What follows belongs to an exercise in optimizing a design on an open flow for small area, a short achievable clock period and few clock cycles per item; a production flow would make more cautious choices.
Only simulation tests tie the RTL to the original design; equivalence was not proved.
Power figures rest on the tool's default switching activity, not on a simulated workload.

the baseline:
// int_backend
module int_backend (
  input  logic             clk_i,
  input  logic             rst_ni,
  input  logic             fetch_valid_i,
  output logic             fetch_ready_o,
  input  logic [32-1:0] fetch_pc_i,
  input  logic [2:0]       fetch_op_i,
  input  logic [4:0]       fetch_rd_i,
  input  logic [4:0]       fetch_rs1_i,
  input  logic [4:0]       fetch_rs2_i,
  input  logic [32-1:0] fetch_imm_i,
  input  logic             fetch_redirected_i,
  output logic             redirect_valid_o,
  output logic [32-1:0] redirect_pc_o,
  output logic             commit_valid_o,
  output logic [32-1:0] commit_pc_o,
  output logic [4:0]       commit_rd_o,
  output logic [32-1:0] commit_data_o
);
  logic [4:0]       de_rs1;
  logic [4:0]       de_rs2;
  logic [32-1:0] de_sel1;
  logic [32-1:0] de_sel2;
  logic             stall;
  logic [32-1:0] ex1_pc;
  logic [4:0]       ex1_sel;
  logic             ex1_sub;
  logic             ex1_jal;
  logic             ex1_beq;
  logic             ex1_mul;
  logic [4:0]       ex1_rd;
  logic [32-1:0] ex1_imm;
  logic             ex1_done;
  logic [32-1:0] rf_rs1;
  logic [32-1:0] rf_rs2;
  logic [32-1:0] rs1;
  logic [32-1:0] rs2;
  logic [32-1:0] alu_result;
  logic [32-1:0] next_pc;
  logic [32-1:0] mul_data;
  logic             ex2_done_q;
  logic             ex2_mul_q;
  logic [4:0]       ex2_rd_q;
  logic [32-1:0] ex2_pc_q;
  logic [32-1:0] ex2_data_q;
  logic [32-1:0] ex2_result;
  logic             commit_valid_q;
  logic [32-1:0] commit_pc_q;
  logic [4:0]       commit_rd_q;
  logic [32-1:0] commit_data_q;
  issue_ctrl issue_ctrl_inst (
    .clk_i              (clk_i),
  ...
Size: roughly 6500 cells after synthesis, about 190 I/O pins.
==> flow/config.mk <==
export PLATFORM = sky130hd
export DESIGN_NAME = int_backend
export DESIGN_NICKNAME = int_backend
export VERILOG_FILES = /design/flow/design.v
export SDC_FILE = /design/flow/constraint.sdc
export NUM_CORES = 4
export LEC_CHECK = 0
export CAP_MARGIN = 20
export CORE_MARGIN = 2
export CORE_UTILIZATION = 55
export CTS_CLUSTER_DIAMETER = 100
export CTS_CLUSTER_SIZE = 22
export SLEW_MARGIN = 20
==> flow/constraint.sdc <==
create_clock -name core_clock -period 15.5 [get_ports {clk_i}]
set_input_delay 3.1000 -clock core_clock [delete_from_list [all_inputs] [get_ports {clk_i}]]
set_output_delay 3.1000 -clock core_clock [all_outputs]
set_load 0.01 [all_outputs]
standard.sh (not shown) runs the stock make flow with config.mk's settings and CLKGATE_MAP_FILE= SYNTH_SCRIPT=/design/flow/synth_recipe.tcl, a recipe that flattens the netlist after the stock synthesis.
==> flow/flow/run.sh <==
#!/bin/bash
# The standard layout, with the resizer's setup repair (after floorplan,
# CTS and global route) aiming for slack beyond the clock period's.
set -euo pipefail
bash standard.sh SETUP_SLACK_MARGIN=11 finish > make_finish.log 2>&1
In summary, the baseline completed successfully, with a layout that passed the timing, DRC and antenna checks.
Testbench counts of the baseline, summed over its fixed seeds: cycles 12,322, instrs 12,000.
Here is what was changed in the inputs of the candidate compared with the baseline.
==> flow/flow/run.sh <==
#!/bin/bash
# The standard layout, with the resizer's setup repair (after floorplan,
# CTS and global route) aiming for slack beyond the clock period's, and a
# clock tree of fewer, larger sink clusters without dummy loads.
set -euo pipefail
bash standard.sh SETUP_SLACK_MARGIN=11 \
  "CTS_ARGS=-sink_clustering_enable -repair_clock_nets -sink_clustering_size 22 -sink_clustering_max_diameter 100 -dont_use_dummy_load" \
  finish > make_finish.log 2>&1
--- a/flow/config.mk
+++ b/flow/config.mk
@@ -11,2 +10,0 @@
-export CTS_CLUSTER_DIAMETER = 100
-export CTS_CLUSTER_SIZE = 22
- In terms of global-route track usage on met1, the candidate and the baseline differ only marginally.
- Relative to the baseline, the final cell area reported for the candidate is lower.
- The share of power burned in the clock network of the candidate falls short of that of the baseline by 1.5 points.
- The first-pass GRT wire length was comparable across the baseline and the candidate.

========
run Y:
int_backend, a different RTL version from the one above (not shown whole).
Size: roughly 6500 cells after synthesis, roughly 1600 flip-flops, roughly 190 I/O pins, ~81000 µm² of cells after synthesis.
## int_backend
module int_backend (
  input  logic             clk_i,
  input  logic             rst_ni,
  input  logic             fetch_valid_i,
  output logic             fetch_ready_o,
  input  logic [32-1:0] fetch_pc_i,
  input  logic [2:0]       fetch_op_i,
  input  logic [4:0]       fetch_rd_i,
  input  logic [4:0]       fetch_rs1_i,
  input  logic [4:0]       fetch_rs2_i,
  input  logic [32-1:0] fetch_imm_i,
  input  logic             fetch_redirected_i,
  output logic             redirect_valid_o,
  output logic [32-1:0] redirect_pc_o,
  output logic             commit_valid_o,
  output logic [32-1:0] commit_pc_o,
  output logic [4:0]       commit_rd_o,
  output logic [32-1:0] commit_data_o
);
  logic [4:0]       de_rs1;
  logic [4:0]       de_rs2;
  logic [32-1:0] de_sel1;
  logic [32-1:0] de_sel2;
  logic             stall;
  logic [32-1:0] ex1_pc;
  logic [4:0]       ex1_sel;
  logic             ex1_sub;
  logic             ex1_jal;
  logic             ex1_beq;
  logic             ex1_mul;
  logic [4:0]       ex1_rd;
  logic [32-1:0] ex1_imm;
  logic             ex1_done;
  logic [32-1:0] rf_rs1;
  logic [32-1:0] rf_rs2;
  logic [32-1:0] rs1;
  logic [32-1:0] rs2;
  ...
==> flow/config.mk <==
export PLATFORM = sky130hd
export DESIGN_NAME = int_backend
export DESIGN_NICKNAME = int_backend
export VERILOG_FILES = /design/flow/design.v
export SDC_FILE = /design/flow/constraint.sdc
export NUM_CORES = 4
export LEC_CHECK = 0
export CAP_MARGIN = 20
export CORE_MARGIN = 2
export CORE_UTILIZATION = 55
export SLEW_MARGIN = 20
==> flow/constraint.sdc <==
create_clock -name core_clock -period 15.5 [get_ports {clk_i}]
set_input_delay 3.1000 -clock core_clock [delete_from_list [all_inputs] [get_ports {clk_i}]]
set_output_delay 3.1000 -clock core_clock [all_outputs]
set_load 0.01 [all_outputs]
==> flow/flow/run.sh <==
#!/bin/bash
# The standard layout, with the resizer's setup repair (after floorplan,
# CTS and global route) aiming for slack beyond the clock period's.
set -euo pipefail
bash standard.sh SETUP_SLACK_MARGIN=11 finish > make_finish.log 2>&1
Testbench counts of run Y, summed over its fixed seeds: cycles 12,322, instrs 12,000.
Input changes introduced in run B (baseline for comparison: run Y):
- CORE_UTILIZATION: 55 -> 40
--- outcome ---
- Going from run Y to run B, detailed-routed wire length on met3 increased by 1.0% relative to the old numbers; power now sits higher; wire length reported by the detailed router +0.59%; clock power up about 1%.
- [run B] data-path buffer share of cell area in the final layout fell 0.31 points relative to run Y
- As of run B, instance count after placement with tap cells included had risen by a little under 10% compared to run Y.
- Global-route wire length before repair delta for run B relative to run Y: 3500 µm higher
- Of run B and run Y, the run reporting the higher longest individual stage delay on the worst path was run Y.
- Going from run Y to run B, number of fill cells in the layout shows an increase of about 60%; power share of the clock group shows an increase of 0.4 points; estimated wirelength of the detail-placed design shows an increase of 5100 µm.

-- static timing again, ports no longer ideal --
Ports are ideal in the flow. The routed layouts listed here were re-timed in OpenROAD.
Step 1 sets driving cells, clkbuf_16 on the clock port and buf_2 on the other inputs (assumed; they add their load-dependent delay and slew).
Step 2 moves the port delays by t, midway between the first and last clock arrival at a register: inputs arrive t later, outputs are due t later. That takes back most of the time a late clock gives input paths.
Slacks: ideal ports / drivers / drivers and shift; pairs: ideal ports / drivers.
run | t, ns | setup WS [ns] | hold slack, ns | worst setup path at the end | worst register clock-pin slew, ns
the baseline | 0.816 | 11.018 / 10.935 / 10.570 | 0.332 / 0.332 / 0.332 | input to register | 0.11 / 0.11
the candidate | 0.783 | 11.029 / 10.944 / 10.573 | 0.328 / 0.328 / 0.328 | input to register | 0.10 / 0.10
run Y | 0.893 | 10.763 / 10.763 / 10.488 | 0.325 / 0.325 / 0.325 | input to register | 0.07 / 0.07
run B | 0.920 | 10.957 / 10.860 / 10.632 | 0.310 / 0.310 / 0.310 | input to register | 0.07 / 0.07
After both steps every run listed still meets setup and hold. For the candidate, which loses most, drivers alone change the setup slack by -0.085 ns; drivers and shift together by -0.456 ns.
